This design comes from an exercise in tuning for small area and few clock cycles on the open sky130 flow, not from production work.
At most, simulation tests tie the RTL to the original design; equivalence was not proved.
No activity file was given, so power comes from the tool's default toggle rates.

==> ember <==
==> flow/design.v <==
package cedec_pkg;
    typedef enum logic [2:0] {
        KIND_LABEL     = 3'd0,
        KIND_WEIGHT    = 3'd1,
        KIND_TAG       = 3'd2,
        KIND_NS_HEADER = 3'd3,
        KIND_FEATURE   = 3'd4,
        KIND_TRUNCATED = 3'd5,
        KIND_OVERRUN   = 3'd6
    } kind_t;
endpackage
module cached_example_decoder
#(
    parameter int INDEX_BITS         = 32,
    parameter int LENGTH_FIELD_BYTES = 8
)
(
    input  logic        clk,
    input  logic        rst_n,
    input  logic        in_valid,
    output logic        in_ready,
    input  logic [7:0]  data_byte,
    input  logic        stream_end,
    output logic        out_valid,
    input  logic        out_ready,
    output logic [2:0]  kind,
    output logic [7:0]  namespace_id,
    output logic [31:0] feature_index,
    output logic [31:0] value_bits,
    output logic        last_of_example
);
    typedef enum logic [3:0] {
        PH_LABEL   = 4'd0,
        PH_WEIGHT  = 4'd1,
        PH_NSCOUNT = 4'd2,
        PH_TAGLEN  = 4'd3,
        PH_TAG     = 4'd4,
        PH_NSID    = 4'd5,
        PH_NSLEN   = 4'd6,
        PH_FEAT    = 4'd7,
        PH_FVAL    = 4'd8
    } phase_t;
    phase_t      ph_q, ph_d;
    logic [3:0]  cnt_q, cnt_d;         
    logic [31:0] acc_q, acc_d;         
    logic [63:0] nsl_q, nsl_d;         
    logic [63:0] tls_q, tls_d;         
    logic [31:0] idx_q, idx_d;         
    logic [7:0]  ns_q, ns_d;           
    logic        nsclr_q, nsclr_d;     
    logic [1:0]  fl_q, fl_d;           
    logic        act_q, act_d;         
    logic        hb_q, hb_d;           
    logic        ov_q;
    logic [2:0]  ok_q, ok_d;
    logic        olast_q, olast_d;
    logic        oshow_q, oshow_d;
    logic        step;
    logic        safe;
    logic        rv;                   
    logic [6:0]  d7;
    logic        vdone;
    logic [3:0]  cnt_inc;
    logic [3:0]  cnt_sat;
    logic        hi_zero;              
    logic        tls_one, tls_le4, len_zero;
    logic        nsl_hz, nsl_zero, nsl_new_zero;
    logic        nb;
    logic [7:0]  nsl_lo_dec, hb_dec;
    logic [63:0] tls_step;             
    logic [31:0] contrib;
    logic [31:0] idx_sum;
    logic [6:0]  seg_a, seg_b;
    logic [7:0]  seg_s;
    logic        seg_co, run;
    logic [1:0]  fl_cur;
    logic        example_done, overrun, end_ns, err, ns_new;
    assign in_ready = !ov_q || out_ready || safe;
    assign safe     = !stream_end &&
                      ((ph_q == PH_NSCOUNT) || (ph_q == PH_TAGLEN) ||
                       ((ph_q == PH_NSID) && (data_byte[7] || !oshow_q)) ||
                       ((ph_q == PH_NSLEN) && (cnt_q[2:0] != 3'd7)));
    assign step     = in_valid && in_ready;
    always_comb
    begin
        d7       = data_byte[6:0];
        vdone    = !data_byte[7];
        cnt_inc  = cnt_q + 4'd1;
        cnt_sat  = (cnt_q >= 4'd10) ? 4'd10 : cnt_inc;
        hi_zero  = (tls_q[63:8] == 56'd0);
        tls_one  = hi_zero && (tls_q[7:0] == 8'd1);
        tls_le4  = hi_zero && (tls_q[7:0] <= 8'd4);
        len_zero = hi_zero && (data_byte == 8'd0);
        hb_dec      = tls_q[15:8] - {7'd0, hb_q};
        tls_step    = tls_q;
        tls_step[7:0] = tls_q[7:0] - 8'd1;
        act_d       = act_q;
        hb_d        = hb_q;
        if (act_q)
        begin
            tls_step[63:8] = {hb_dec, tls_q[63:16]};
            hb_d           = hb_q && (tls_q[15:8] == 8'd0);
            if (tls_q[7:0] == 8'd249)
                act_d = 1'b0;
        end
        else if (tls_q[7:0] == 8'd0)
        begin
            act_d = 1'b1;
            hb_d  = 1'b1;
        end
        nb           = (cnt_q[2:0] == 3'd0) || fl_q[0];
        nsl_lo_dec   = nsl_q[7:0] - {7'd0, nb};
        nsl_hz       = (nsl_q[63:8] == 56'd0);
        nsl_zero     = nsl_hz && (nsl_q[7:0] == 8'd0);
        nsl_new_zero = nsl_hz && (nsl_lo_dec == 8'd0);
        contrib = '0;
        for (int i = 0; i < 32; i++)
            if (int'(cnt_q) == (i + 2) / 7)
                contrib[i] = d7[(i + 2) % 7];
        seg_a = '0;
        seg_b = '0;
        case (cnt_q)
            4'd0:    begin seg_a[4:0] = idx_q[4:0];   seg_b[4:0] = d7[6:2]; end
            4'd1:    begin seg_a      = idx_q[11:5];  seg_b      = d7;      end
            4'd2:    begin seg_a      = idx_q[18:12]; seg_b      = d7;      end
            4'd3:    begin seg_a      = idx_q[25:19]; seg_b      = d7;      end
            4'd4:    begin seg_a[5:0] = idx_q[31:26]; seg_b[5:0] = d7[5:0]; end
            default: ;
        endcase
        seg_s  = {1'b0, seg_a} + {1'b0, seg_b};
        seg_co = (cnt_q == 4'd0) ? seg_s[5] : seg_s[7];
        idx_sum = idx_q;
        run     = 1'b0;
        for (int i = 0; i < 32; i++)
        begin
            if (i == 5 || i == 12 || i == 19 || i == 26)
                run = (int'(cnt_q) == (i + 2) / 7 - 1) ? seg_co : run;
            if (int'(cnt_q) == (i + 2) / 7)
                idx_sum[i] = seg_s[(i + 2) % 7 - ((cnt_q == 4'd0) ? 2 : 0)];
            else
                idx_sum[i] = idx_q[i] ^ run;
            run = run & idx_q[i];
        end
        fl_cur  = (cnt_q == 4'd0) ? data_byte[1:0] : fl_q;
        ph_d    = ph_q;
        cnt_d   = cnt_q;
        acc_d   = acc_q;
        nsl_d   = nsl_q;
        tls_d   = tls_q;
        idx_d   = idx_q;
        ns_d    = ns_q;
        nsclr_d = nsclr_q;
        fl_d    = fl_q;
        rv           = 1'b0;
        ok_d         = cedec_pkg::KIND_LABEL;
        olast_d      = 1'b0;
        oshow_d      = 1'b0;
        example_done = 1'b0;
        overrun      = 1'b0;
        end_ns       = 1'b0;
        ns_new       = 1'b0;
        case (ph_q)
            PH_LABEL, PH_WEIGHT:
            begin
                if (ph_q == PH_LABEL)
                    idx_d = '0;
                acc_d = {data_byte, acc_q[31:8]};
                cnt_d = cnt_inc;
                if (cnt_q[1:0] == 2'd3)
                begin
                    rv    = 1'b1;
                    ok_d  = (ph_q == PH_LABEL) ? cedec_pkg::KIND_LABEL : cedec_pkg::KIND_WEIGHT;
                    cnt_d = '0;
                    ph_d  = (ph_q == PH_LABEL) ? PH_WEIGHT : PH_NSCOUNT;
                end
            end
            PH_NSCOUNT:
            begin
                for (int i = 0; i < 64; i++)
                    if (int'(cnt_q) == i / 7)
                        nsl_d[i] = d7[i % 7];
                    else if (cnt_q == 4'd0)
                        nsl_d[i] = 1'b0;
                cnt_d = cnt_sat;
                if (vdone)
                begin
                    cnt_d = '0;
                    ph_d  = PH_TAGLEN;
                end
            end
            PH_TAGLEN:
            begin
                for (int i = 0; i < 64; i++)
                    if (int'(cnt_q) == i / 7)
                        tls_d[i] = d7[i % 7];
                    else if (cnt_q == 4'd0)
                        tls_d[i] = 1'b0;
                act_d = 1'b0;
                cnt_d = cnt_sat;
                if (vdone)
                begin
                    cnt_d = '0;
                    if (((cnt_q != 4'd0) && !(hi_zero && (tls_q[7:0] == 8'd0))) ||
                        ((cnt_q < 4'd10) && (d7 != 7'd0)))
                        ph_d = PH_TAG;
                    else if (!nsl_zero)
                        ph_d = PH_NSID;
                    else
                        example_done = 1'b1;
                end
            end
            PH_TAG:
            begin
                tls_d   = tls_step;
                acc_d   = {24'd0, data_byte};
                rv      = 1'b1;
                ok_d    = cedec_pkg::KIND_TAG;
                olast_d = tls_one && nsl_zero;
                if (tls_one)
                begin
                    if (!nsl_zero)
                        ph_d = PH_NSID;
                    else
                        example_done = 1'b1;
                end
            end
            PH_NSID:
            begin
                if (cnt_q == 4'd0)
                    tls_d[7:0] = {1'b0, d7};
                else if (cnt_q == 4'd1)
                    tls_d[7] = data_byte[0];
                cnt_d = cnt_sat;
                if (vdone)
                begin
                    ns_d    = tls_d[7:0];
                    nsclr_d = 1'b0;
                    ns_new  = 1'b1;
                    cnt_d   = '0;
                    ph_d    = PH_NSLEN;
                end
            end
            PH_NSLEN:
            begin
                tls_d    = {data_byte, tls_q[63:8]};
                act_d    = 1'b0;
                nsl_d    = {nsl_lo_dec, nsl_q[63:8]};
                fl_d[0]  = nb && (nsl_q[7:0] == 8'd0);
                cnt_d    = cnt_inc;
                if (cnt_q[2:0] == 3'd7)
                begin
                    idx_d   = '0;
                    acc_d   = '0;
                    cnt_d   = '0;
                    rv      = 1'b1;
                    ok_d    = cedec_pkg::KIND_NS_HEADER;
                    oshow_d = 1'b1;
                    olast_d = len_zero && nsl_new_zero;
                    if (len_zero)
                        end_ns = 1'b1;
                    else
                        ph_d = PH_FEAT;
                end
            end
            PH_FEAT:
            begin
                tls_d = tls_step;
                idx_d = idx_sum;
                fl_d  = fl_cur;
                cnt_d = cnt_sat;
                if (vdone)
                begin
                    cnt_d = '0;
                    if (fl_cur[0] || !fl_cur[1])
                    begin
                        rv      = 1'b1;
                        ok_d    = cedec_pkg::KIND_FEATURE;
                        oshow_d = 1'b1;
                        acc_d   = fl_cur[0] ? 32'hBF80_0000 : 32'h3F80_0000;
                        olast_d = tls_one && nsl_zero;
                        if (tls_one)
                            end_ns = 1'b1;
                    end
                    else if (tls_le4)
                        overrun = 1'b1;
                    else
                        ph_d = PH_FVAL;
                end
                else if (tls_one)
                    overrun = 1'b1;
            end
            PH_FVAL:
            begin
                tls_d = tls_step;
                acc_d = {data_byte, acc_q[31:8]};
                cnt_d = cnt_inc;
                if (cnt_q[1:0] == 2'd3)
                begin
                    cnt_d   = '0;
                    rv      = 1'b1;
                    ok_d    = cedec_pkg::KIND_FEATURE;
                    oshow_d = 1'b1;
                    olast_d = tls_one && nsl_zero;
                    if (tls_one)
                        end_ns = 1'b1;
                    else
                        ph_d = PH_FEAT;
                end
            end
            default: ;
        endcase
        if (end_ns)
        begin
            if ((ph_q == PH_NSLEN) ? nsl_new_zero : nsl_zero)
                example_done = 1'b1;
            else
                ph_d = PH_NSID;
        end
        err = overrun || (stream_end && !example_done);
        if (err)
        begin
            rv      = 1'b1;
            ok_d    = overrun ? cedec_pkg::KIND_OVERRUN : cedec_pkg::KIND_TRUNCATED;
            olast_d = 1'b1;
            oshow_d = ns_new || !nsclr_q;
            nsclr_d = 1'b1;
            idx_d   = '0;
            acc_d   = '0;
        end
        if (err || example_done)
        begin
            ph_d  = PH_LABEL;
            cnt_d = '0;
        end
    end
    always_ff @(posedge clk or negedge rst_n)
    begin
        if (!rst_n)
        begin
            ph_q    <= PH_LABEL;
            cnt_q   <= '0;
            nsclr_q <= 1'b1;
            ov_q    <= 1'b0;
        end
        else
        begin
            if (step)
            begin
                ph_q    <= ph_d;
                cnt_q   <= cnt_d;
                nsclr_q <= nsclr_d;
            end
            if (step && rv)
                ov_q <= 1'b1;
            else if (out_ready)
                ov_q <= 1'b0;
        end
    end
    always_ff @(posedge clk)
    begin
        if (step)
        begin
            acc_q <= acc_d;
            nsl_q <= nsl_d;
            tls_q <= tls_d;
            idx_q <= idx_d;
            ns_q  <= ns_d;
            fl_q  <= fl_d;
            act_q <= act_d;
            hb_q  <= hb_d;
        end
        if (step && rv)
        begin
            ok_q    <= ok_d;
            olast_q <= olast_d;
            oshow_q <= oshow_d;
        end
    end
    assign out_valid       = ov_q;
    assign kind            = ok_q;
    assign last_of_example = olast_q;
    assign namespace_id    = oshow_q ? ns_q : 8'd0;
    assign feature_index   = idx_q;
    assign value_bits      = acc_q;
endmodule
==> flow/flow/run.sh <==
#!/bin/bash
# The standard layout (standard.sh: the standard flow's synthesis script and the ORFS flow), with three
# changes made through ORFS's own variables:
#  - synthesis maps the logic with an area-oriented ABC script (flow/abc_area.script, used in
#    place of ORFS's abc_speed.script in a copy of ORFS's scripts folder; nothing else in the
#    copy differs, and registers are mapped before ABC runs, so they are the standard ones);
#  - the port buffers that placement inserts are buf_1 cells instead of the default choice;
#  - clock tree synthesis builds from clkbuf_4 / clkbuf_8 and inserts no dummy loads.
# Each tool's full output is in the ORFS logs under orfs/logs/; make's output is in
# standard_flow.log in this folder.
set -euo pipefail
rm -rf scripts_abc
cp -r "$FLOW_HOME/scripts" scripts_abc
cp flow/abc_area.script scripts_abc/abc_speed.script
export SCRIPTS_DIR="$PWD/scripts_abc"
export BUFFER_PORTS_ARGS="-buffer_cell sky130_fd_sc_hd__buf_1"
export CTS_ARGS="-sink_clustering_enable -repair_clock_nets -dont_use_dummy_load -buf_list {sky130_fd_sc_hd__clkbuf_4} -sink_clustering_size 10 -sink_clustering_max_diameter 60"
bash standard.sh > standard_flow.log 2>&1
==> flow/flow/abc_area.script <==
&get -n
&st
&dch
&nf
&st
&syn2
&dch
&nf
&st
&dch
&nf
&put
topo
dnsize -c
==> flow/standard.sh <==
#!/bin/bash
# synth_recipe.tcl (not shown) runs the flow's synth.tcl, then flattens the netlist and writes it again
# the make line also repeats each setting of config.mk as NAME=value (left out here)
make -C /OpenROAD-flow-scripts/flow DESIGN_CONFIG=/design/flow/config.mk WORK_HOME=/design/flow/orfs CLKGATE_MAP_FILE= SYNTH_SCRIPT=/design/flow/synth_recipe.tcl "${@:-finish}"
==> flow/config.mk <==
export PLATFORM = sky130hd
export DESIGN_NAME = cached_example_decoder
export DESIGN_NICKNAME = cached_example_decoder
export VERILOG_FILES = /design/flow/design.v
export SDC_FILE = /design/flow/constraint.sdc
export NUM_CORES = 4
export LEC_CHECK = 0
export CAP_MARGIN = 0
export CORE_MARGIN = 2
export CORE_UTILIZATION = 55
export SLEW_MARGIN = 0
==> flow/constraint.sdc <==
create_clock -name core_clock -period 9.0 [get_ports {clk}]
set_input_delay 1.8000 -clock core_clock [delete_from_list [all_inputs] [get_ports {clk}]]
set_output_delay 1.8000 -clock core_clock [all_outputs]
set_load 0.01 [all_outputs]
==> inputs of xenon, as changes to ember <==
--- a/flow/design.v
+++ b/flow/design.v
@@ -56,7 +56,6 @@
     logic        olast_q, olast_d;
     logic        oshow_q, oshow_d;
     logic        step;
-    logic        safe;
     logic        rv;                   
     logic [6:0]  d7;
     logic        vdone;
@@ -70,16 +69,10 @@
     logic [63:0] tls_step;             
     logic [31:0] contrib;
     logic [31:0] idx_sum;
-    logic [6:0]  seg_a, seg_b;
-    logic [7:0]  seg_s;
-    logic        seg_co, run;
     logic [1:0]  fl_cur;
     logic        example_done, overrun, end_ns, err, ns_new;
-    assign in_ready = !ov_q || out_ready || safe;
-    assign safe     = !stream_end &&
-                      ((ph_q == PH_NSCOUNT) || (ph_q == PH_TAGLEN) ||
-                       ((ph_q == PH_NSID) && (data_byte[7] || !oshow_q)) ||
-                       ((ph_q == PH_NSLEN) && (cnt_q[2:0] != 3'd7)));
+    logic [63:0] vi64;                 
+    assign in_ready = !ov_q || out_ready;
     assign step     = in_valid && in_ready;
     always_comb
     begin
@@ -113,34 +106,15 @@
         nsl_hz       = (nsl_q[63:8] == 56'd0);
         nsl_zero     = nsl_hz && (nsl_q[7:0] == 8'd0);
         nsl_new_zero = nsl_hz && (nsl_lo_dec == 8'd0);
+        vi64 = '0;
+        for (int i = 0; i < 64; i++)
+            if (int'(cnt_q) == i / 7)
+                vi64[i] = d7[i % 7];
         contrib = '0;
         for (int i = 0; i < 32; i++)
             if (int'(cnt_q) == (i + 2) / 7)
                 contrib[i] = d7[(i + 2) % 7];
-        seg_a = '0;
-        seg_b = '0;
-        case (cnt_q)
-            4'd0:    begin seg_a[4:0] = idx_q[4:0];   seg_b[4:0] = d7[6:2]; end
-            4'd1:    begin seg_a      = idx_q[11:5];  seg_b      = d7;      end
-            4'd2:    begin seg_a      = idx_q[18:12]; seg_b      = d7;      end
-            4'd3:    begin seg_a      = idx_q[25:19]; seg_b      = d7;      end
-            4'd4:    begin seg_a[5:0] = idx_q[31:26]; seg_b[5:0] = d7[5:0]; end
-            default: ;
-        endcase
-        seg_s  = {1'b0, seg_a} + {1'b0, seg_b};
-        seg_co = (cnt_q == 4'd0) ? seg_s[5] : seg_s[7];
-        idx_sum = idx_q;
-        run     = 1'b0;
-        for (int i = 0; i < 32; i++)
-        begin
-            if (i == 5 || i == 12 || i == 19 || i == 26)
-                run = (int'(cnt_q) == (i + 2) / 7 - 1) ? seg_co : run;
-            if (int'(cnt_q) == (i + 2) / 7)
-                idx_sum[i] = seg_s[(i + 2) % 7 - ((cnt_q == 4'd0) ? 2 : 0)];
-            else
-                idx_sum[i] = idx_q[i] ^ run;
-            run = run & idx_q[i];
-        end
+        idx_sum = idx_q + contrib;
         fl_cur  = (cnt_q == 4'd0) ? data_byte[1:0] : fl_q;
         ph_d    = ph_q;
         cnt_d   = cnt_q;
@@ -162,8 +136,6 @@
         case (ph_q)
             PH_LABEL, PH_WEIGHT:
             begin
-                if (ph_q == PH_LABEL)
-                    idx_d = '0;
                 acc_d = {data_byte, acc_q[31:8]};
                 cnt_d = cnt_inc;
                 if (cnt_q[1:0] == 2'd3)
@@ -176,11 +148,7 @@
             end
             PH_NSCOUNT:
             begin
-                for (int i = 0; i < 64; i++)
-                    if (int'(cnt_q) == i / 7)
-                        nsl_d[i] = d7[i % 7];
-                    else if (cnt_q == 4'd0)
-                        nsl_d[i] = 1'b0;
+                nsl_d = (cnt_q == 4'd0) ? vi64 : (nsl_q | vi64);
                 cnt_d = cnt_sat;
                 if (vdone)
                 begin
@@ -190,18 +158,13 @@
             end
             PH_TAGLEN:
             begin
-                for (int i = 0; i < 64; i++)
-                    if (int'(cnt_q) == i / 7)
-                        tls_d[i] = d7[i % 7];
-                    else if (cnt_q == 4'd0)
-                        tls_d[i] = 1'b0;
+                tls_d = (cnt_q == 4'd0) ? vi64 : (tls_q | vi64);
                 act_d = 1'b0;
                 cnt_d = cnt_sat;
                 if (vdone)
                 begin
                     cnt_d = '0;
-                    if (((cnt_q != 4'd0) && !(hi_zero && (tls_q[7:0] == 8'd0))) ||
-                        ((cnt_q < 4'd10) && (d7 != 7'd0)))
+                    if (tls_d != 64'd0)
                         ph_d = PH_TAG;
                     else if (!nsl_zero)
                         ph_d = PH_NSID;
@@ -227,13 +190,13 @@
             PH_NSID:
             begin
                 if (cnt_q == 4'd0)
-                    tls_d[7:0] = {1'b0, d7};
+                    acc_d[7:0] = {1'b0, d7};
                 else if (cnt_q == 4'd1)
-                    tls_d[7] = data_byte[0];
+                    acc_d[7] = data_byte[0];
                 cnt_d = cnt_sat;
                 if (vdone)
                 begin
-                    ns_d    = tls_d[7:0];
+                    ns_d    = acc_d[7:0];
                     nsclr_d = 1'b0;
                     ns_new  = 1'b1;
                     cnt_d   = '0;
@@ -250,7 +213,6 @@
                 if (cnt_q[2:0] == 3'd7)
                 begin
                     idx_d   = '0;
-                    acc_d   = '0;
                     cnt_d   = '0;
                     rv      = 1'b1;
                     ok_d    = cedec_pkg::KIND_NS_HEADER;
@@ -324,8 +286,6 @@
             olast_d = 1'b1;
             oshow_d = ns_new || !nsclr_q;
             nsclr_d = 1'b1;
-            idx_d   = '0;
-            acc_d   = '0;
         end
         if (err || example_done)
         begin
@@ -376,10 +336,12 @@
             oshow_q <= oshow_d;
         end
     end
+    logic is_feat;
+    assign is_feat = (ok_q == cedec_pkg::KIND_FEATURE);
     assign out_valid       = ov_q;
     assign kind            = ok_q;
     assign last_of_example = olast_q;
     assign namespace_id    = oshow_q ? ns_q : 8'd0;
-    assign feature_index   = idx_q;
-    assign value_bits      = acc_q;
+    assign feature_index   = is_feat ? idx_q : 32'd0;
+    assign value_bits      = (ok_q <= cedec_pkg::KIND_TAG || is_feat) ? acc_q : 32'd0;
 endmodule
==> flow/run.sh (new file) <==
#!/bin/bash
# synth_recipe.tcl (not shown) runs the flow's synth.tcl, then flattens the netlist and writes it again
# the make line also repeats each setting of config.mk as NAME=value (left out here)
make -C /OpenROAD-flow-scripts/flow DESIGN_CONFIG=/design/flow/config.mk WORK_HOME=/design/flow/orfs CLKGATE_MAP_FILE= SYNTH_SCRIPT=/design/flow/synth_recipe.tcl finish
- CAP_MARGIN: 0 -> 20
- CORE_UTILIZATION: 55 -> 40
- SLEW_MARGIN: 0 -> 20
removed: flow/flow/run.sh
removed: flow/flow/abc_area.script
removed: flow/standard.sh
==> inputs of juniper, as changes to ember <==
--- a/flow/design.v
+++ b/flow/design.v
@@ -73,6 +73,7 @@
     logic [6:0]  seg_a, seg_b;
     logic [7:0]  seg_s;
     logic        seg_co, run;
+    logic [4:0]  seg_ci, seg_one;
     logic [1:0]  fl_cur;
     logic        example_done, overrun, end_ns, err, ns_new;
     assign in_ready = !ov_q || out_ready || safe;
@@ -129,17 +130,27 @@
         endcase
         seg_s  = {1'b0, seg_a} + {1'b0, seg_b};
         seg_co = (cnt_q == 4'd0) ? seg_s[5] : seg_s[7];
+        for (int k = 0; k < 5; k++)
+        begin
+            seg_one[k] = 1'b1;
+            for (int i = ((k == 0) ? 0 : 7 * k - 2); i <= ((k == 4) ? 31 : 7 * k + 4); i++)
+                seg_one[k] = seg_one[k] & idx_q[i];
+        end
+        seg_ci = '0;
+        for (int k = 1; k < 5; k++)
+            seg_ci[k] = (int'(cnt_q) == k - 1) ? seg_co : (seg_ci[k-1] && seg_one[k-1]);
         idx_sum = idx_q;
-        run     = 1'b0;
-        for (int i = 0; i < 32; i++)
+        for (int k = 0; k < 5; k++)
         begin
-            if (i == 5 || i == 12 || i == 19 || i == 26)
-                run = (int'(cnt_q) == (i + 2) / 7 - 1) ? seg_co : run;
-            if (int'(cnt_q) == (i + 2) / 7)
-                idx_sum[i] = seg_s[(i + 2) % 7 - ((cnt_q == 4'd0) ? 2 : 0)];
-            else
-                idx_sum[i] = idx_q[i] ^ run;
-            run = run & idx_q[i];
+            run = seg_ci[k];
+            for (int i = ((k == 0) ? 0 : 7 * k - 2); i <= ((k == 4) ? 31 : 7 * k + 4); i++)
+            begin
+                if (int'(cnt_q) == k)
+                    idx_sum[i] = seg_s[(i + 2) % 7 - ((k == 0) ? 2 : 0)];
+                else
+                    idx_sum[i] = idx_q[i] ^ run;
+                run = run & idx_q[i];
+            end
         end
         fl_cur  = (cnt_q == 4'd0) ? data_byte[1:0] : fl_q;
         ph_d    = ph_q;
==> flow/flow/run.sh (replaced) <==
#!/bin/bash
# The standard layout (standard.sh: the standard flow's synthesis script and the ORFS flow), with three
# changes made through ORFS's own variables:
#  - synthesis maps the logic with an area-oriented ABC script (flow/abc_area.script, used in
#    place of ORFS's abc_speed.script in a copy of ORFS's scripts folder; nothing else in the
#    copy differs, and registers are mapped before ABC runs, so they are the standard ones);
#  - the port buffers that placement inserts are buf_1 cells instead of the default choice;
#  - clock tree synthesis builds from clkbuf_4 only, in clusters of at most 8 sinks within
#    50 um, and inserts no dummy loads.
# Each tool's full output is in the ORFS logs under orfs/logs/; make's output is in
# standard_flow.log in this folder.
set -euo pipefail
rm -rf scripts_abc
cp -r "$FLOW_HOME/scripts" scripts_abc
cp flow/abc_area.script scripts_abc/abc_speed.script
export SCRIPTS_DIR="$PWD/scripts_abc"
export BUFFER_PORTS_ARGS="-buffer_cell sky130_fd_sc_hd__buf_1"
export CTS_ARGS="-sink_clustering_enable -repair_clock_nets -dont_use_dummy_load -buf_list {sky130_fd_sc_hd__clkbuf_4} -sink_clustering_size 8 -sink_clustering_max_diameter 50"
bash standard.sh > standard_flow.log 2>&1
- CAP_MARGIN: 0 -> 20
- SLEW_MARGIN: 0 -> 20
==> results.txt <==
quantity                                                              xenon       ember     juniper
Status                                     no timing/DRC/antenna violations  no timing/DRC/antenna violations  no timing/DRC/antenna violations
First-iteration detailed-routing DRC count                             1439         989         971
Share of the synthesized area in compound gates (AO/OA/AOI/OAI)       20.5%       15.0%       15.8%
Clock latency reported for the late side of the worst-skew pair      560 ps      690 ps      650 ps
Signal buf overhead                                                   6.87%       5.08%       4.09%
Final estimated routing congestion in global placement                0.913       0.921       0.893
Net switching power figure                                          1.82 mW     1.30 mW     1.02 mW
Layout multi-input combinational cell count                            1147         890         860
Filler Cells Inserted                                                  3251        1746        1791
Detailed Place HPWL                                                30800 µm    24400 µm    24100 µm
Worst stage delay on the critical path                               700 ps      300 ps      470 ps
Fraction of area in multi-input gates                                 43.3%       39.0%       38.7%
Post-Synthesis Cell Area                                          14000 µm²   11500 µm²   11500 µm²
Depth of the CTS H-tree                                                   1           1           2
Testbench counts of xenon, summed over its fixed seeds: cycles 28,575.
Testbench counts of juniper, summed over its fixed seeds: cycles 28,388.
The RTL of ember was laid out without a check of its function.

-- afterwards: timing with drivers on the ports --
The results above use ideal ports. As a check the final layouts listed here were re-extracted and re-timed, cells and wires unchanged. Step 1: set_driving_cell puts a clkbuf_16 on clk and a buf_2 on each other input, an assumption about the parent block. Step 2 moves the port delays by t, midway between the first and last clock arrival at a register: inputs arrive t later, outputs are due t later. That takes back most of the time a late clock gives input paths. Three values: ideal, step 1, step 2; two values: the first two.
| run | t, ns | slack for setup (ns) | worst hold slack (ns) | clock arrival spread, ns | worst data-port slew with drivers (ns) |
|---|---|---|---|---|---|
| ember | 0.708 | 0.403 / 0.422 / -0.286 | 0.494 / 0.494 / 0.494 | 0.063 / 0.063 | 0.04 |
| xenon | 0.603 | 3.323 / 3.345 / 2.742 | 0.471 / 0.471 / 0.471 | 0.016 / 0.016 | 0.03 |
| juniper | 0.656 | 3.341 / 3.341 / 3.038 | 0.485 / 0.485 / 0.485 | 0.073 / 0.072 | 0.03 |
Met with ideal ports but missed after step 2: setup timing in ember. For ember, which loses most, drivers alone change the setup slack by +0.019 ns; drivers and shift together by -0.689 ns.
